What follows belongs to an exercise in optimizing a design on an open flow for small area and a short achievable clock period; a production flow would make more cautious choices. In this exercise RTL edits were held to simulation tests only and were not proved equivalent to the original. No activity file was given, so power comes from the tool's default toggle rates.

== run A ==
## esm_instr_window
module esm_instr_window #(
    parameter int bs = 16,
    parameter int IW = 32
) (
    input  logic                   clk,
    input  logic                   rst,
    input  logic                   in_valid,
    output logic                   in_ready,
    input  logic [IW-1:0]          in_instr,
    input  logic                   issue_req,
    input  logic [$clog2(bs)-1:0]  issue_index,
    output logic [0:bs-1]          independent_instr,
    output logic                   out_valid,
    output logic [IW-1:0]          out_instr,
    output logic [$clog2(bs)-1:0]  out_index,
    output logic                   issue_err,
    output logic [$clog2(bs):0]    occupancy
);
Size: about 3100 cells after synthesis, roughly 830 flip-flops, about 100 I/O pins.
Settings: LEC_CHECK=0, CAP_MARGIN=20, CORE_MARGIN=2, CORE_UTILIZATION=45, CTS_CLUSTER_DIAMETER=100, CTS_CLUSTER_SIZE=20, PLACE_DENSITY=0.6, SETUP_SLACK_MARGIN=4.3, SLEW_MARGIN=20, BUFFER_PORTS_ARGS=-buffer_cell sky130_fd_sc_hd__buf_1; clock period 7.5 ns.
standard.sh (not shown) runs the stock make flow with config.mk's settings and CLKGATE_MAP_FILE= SYNTH_SCRIPT=/design/flow/synth_recipe.tcl, a recipe that flattens the netlist after the stock synthesis.
==> flow/flow/run.sh <==
#!/bin/bash
# Standard layout, with plain buf_1 cells as the port buffers instead of the
# delay cells buffer_ports picks by default.
set -e
echo 'export BUFFER_PORTS_ARGS = -buffer_cell sky130_fd_sc_hd__buf_1' >> config.mk
bash standard.sh > standard.log 2>&1
Run A: no failed stages, no open violations at the end
## Diff of input files: run B against run A
# run A
export LEC_CHECK = 0
export CAP_MARGIN = 20
export CORE_MARGIN = 2
export CORE_UTILIZATION = 45
export CTS_CLUSTER_DIAMETER = 100
export CTS_CLUSTER_SIZE = 20
export PLACE_DENSITY = 0.6
export SETUP_SLACK_MARGIN = 4.3
export SLEW_MARGIN = 20
export BUFFER_PORTS_ARGS = -buffer_cell sky130_fd_sc_hd__buf_1
create_clock -name core_clock -period 7.5 [get_ports {clk}]
# run B
export LEC_CHECK = 0
export CAP_MARGIN = 20
export CORE_MARGIN = 2
export CORE_UTILIZATION = 30
export PLACE_DENSITY = 0.5
export SETUP_SLACK_MARGIN = 4.0
export SLEW_MARGIN = 20
create_clock -name core_clock -period 7.5 [get_ports {clk}]
==> flow/run.sh (new file) <==
#!/bin/bash
# synth_recipe.tcl (not shown) runs the flow's synth.tcl, then flattens the netlist and writes it again
# the make line also repeats each setting of config.mk as NAME=value (left out here)
make -C /OpenROAD-flow-scripts/flow DESIGN_CONFIG=/design/flow/config.mk WORK_HOME=/design/flow/orfs CLKGATE_MAP_FILE= SYNTH_SCRIPT=/design/flow/synth_recipe.tcl finish
removed: flow/flow/run.sh
removed: flow/standard.sh
## What came out
Type of the worst setup path: in2out -> run A, in2reg -> run B
Summary of run B over run A: clock share of power shows an increase of 12 points; total setup buffers inserted after CTS fell 41; worst-case setup margin in the final layout -0.093 ns; post-route standard cell area excluding fillers rose 4.7%.
Going from run A to run B, net switching fraction of the power shrinks by 1.1 points.
--- input diff run B..run C ---
# run B
export LEC_CHECK = 0
export CAP_MARGIN = 20
export CORE_MARGIN = 2
export CORE_UTILIZATION = 30
export PLACE_DENSITY = 0.5
export SETUP_SLACK_MARGIN = 4.0
export SLEW_MARGIN = 20
create_clock -name core_clock -period 7.5 [get_ports {clk}]
# run C
export LEC_CHECK = 0
export CAP_MARGIN = 20
export CORE_MARGIN = 2
export CORE_UTILIZATION = 45
export PLACE_DENSITY = 0.6
export SETUP_SLACK_MARGIN = 4.0
export SLEW_MARGIN = 20
export BUFFER_PORTS_ARGS = -buffer_cell sky130_fd_sc_hd__buf_1
create_clock -name core_clock -period 7.5 [get_ports {clk}]
==> flow/flow/run.sh (new file) <==
#!/bin/bash
# Standard layout, with plain buf_1 cells as the port buffers instead of the
# delay cells buffer_ports picks by default.
set -e
echo 'export BUFFER_PORTS_ARGS = -buffer_cell sky130_fd_sc_hd__buf_1' >> config.mk
bash standard.sh > standard.log 2>&1
==> flow/standard.sh (new file) <==
#!/bin/bash
# synth_recipe.tcl (not shown) runs the flow's synth.tcl, then flattens the netlist and writes it again
# the make line also repeats each setting of config.mk as NAME=value (left out here)
make -C /OpenROAD-flow-scripts/flow DESIGN_CONFIG=/design/flow/config.mk WORK_HOME=/design/flow/orfs CLKGATE_MAP_FILE= SYNTH_SCRIPT=/design/flow/synth_recipe.tcl "${@:-finish}"
removed: flow/run.sh
[summary]
Measured against run B, the die area of run C comes out at 0.67 times the reference value.
Power in run C is 0.18 mW higher than in run B
For the sequential group share of total power, run C came in 0.9 points lower than run B did.
Of the two candidates, run B has the better power dissipated by switching net loads and run C the worse one.
Run C against run B: synthesized area per cell essentially unchanged, aggregate routed wire length shrank by about 3.4%.


esm_instr_window again, from the RTL that the note above started with.
clock: 7.5 ns
lec_check: 0
cap_margin: 20
core_margin: 2
core_utilization: 45
cts_cluster_diameter: 100
cts_cluster_size: 20
place_density: 0.6
setup_slack_margin: 4.0
slew_margin: 20
buffer_ports_args: -buffer_cell sky130_fd_sc_hd__buf_1
==> flow/flow/run.sh <==
#!/bin/bash
# Standard layout, with plain buf_1 cells as the port buffers instead of the
# delay cells buffer_ports picks by default.
set -e
echo 'export BUFFER_PORTS_ARGS = -buffer_cell sky130_fd_sc_hd__buf_1' >> config.mk
bash standard.sh > standard.log 2>&1
Change:
==> flow/run.sh (new file) <==
#!/bin/bash
# synth_recipe.tcl (not shown) runs the flow's synth.tcl, then flattens the netlist and writes it again
# the make line also repeats each setting of config.mk as NAME=value (left out here)
make -C /OpenROAD-flow-scripts/flow DESIGN_CONFIG=/design/flow/config.mk WORK_HOME=/design/flow/orfs CLKGATE_MAP_FILE= SYNTH_SCRIPT=/design/flow/synth_recipe.tcl finish
- BUFFER_PORTS_ARGS: -buffer_cell sky130_fd_sc_hd__buf_1 -> unset
- CTS_BUF_LIST: unset -> sky130_fd_sc_hd__clkbuf_8
- CTS_CLUSTER_DIAMETER: 100 -> unset
- CTS_CLUSTER_SIZE: 20 -> 30
removed: flow/flow/run.sh
removed: flow/standard.sh
=> The changed run completed without violations; sequential power barely changes; non-clock buffer count went down by 19; wire length drops by about 1.1%; synthesized cell count does not change; cell area rises by 3.7%; register-to-register slack is worse by 0.22 ns; setup slack loses 0.016 ns; via count goes up by 1.8%; clock skew climbs by 0.0068 ns.
Change:
- CTS_BUF_LIST: sky130_fd_sc_hd__clkbuf_8 -> unset
- CTS_CLUSTER_SIZE: 30 -> unset
- SETUP_SLACK_MARGIN: 4.0 -> 4.6
Result:
- The changed run ran to the end with no violations
- power came out higher by 5.4%
- critical path depth falls by 4
- wire length climbs by 6.9%
- via count goes up by 3.2%
- clock skew goes down by 0.0033 ns
- sequential share of layout area falls by 3.6 points
- setup slack gains 0.14 ns

-- separate check: timing with driven ports --
How much do the figures lean on ideal ports? The routed layouts below were timed once more, with nothing changed but the port constraints. Step 1: set_driving_cell puts a clkbuf_16 on clk and a buf_2 on each other input, an assumption about the parent block. Step 2 moves the port delays by t, midway between the first and last clock arrival at a register: inputs arrive t later, outputs are due t later. That takes back most of the time a late clock gives input paths. Three values: no drivers, after step 1, after step 2; two values: the first two.
| run | t (ns) | setup slack, ns | worst setup path at the end | cell pins on the clock port's net |
|---|---|---|---|---|
| run A | 0.690 | 4.020 / 3.980 / 3.403 | input to register | 1 |
| run B | 0.746 | 3.927 / 3.939 / 3.223 | input to register | 1 |
| run C | 0.726 | 3.958 / 3.787 / 3.185 | input to register | 1 |
| the first run of note 2 | 0.698 | 3.922 / 3.791 / 3.209 | input to register | 1 |
| the second run of note 2 | 0.853 | 3.906 / 3.886 / 3.033 | input to register | 1 |
| the third run of note 2 | 0.728 | 4.044 / 3.983 / 3.634 | input to register | 1 |
After both steps setup and hold are still met in every run listed. For the second run of note 2, which loses most, drivers alone change the setup slack by -0.020 ns; drivers and shift together by -0.873 ns.
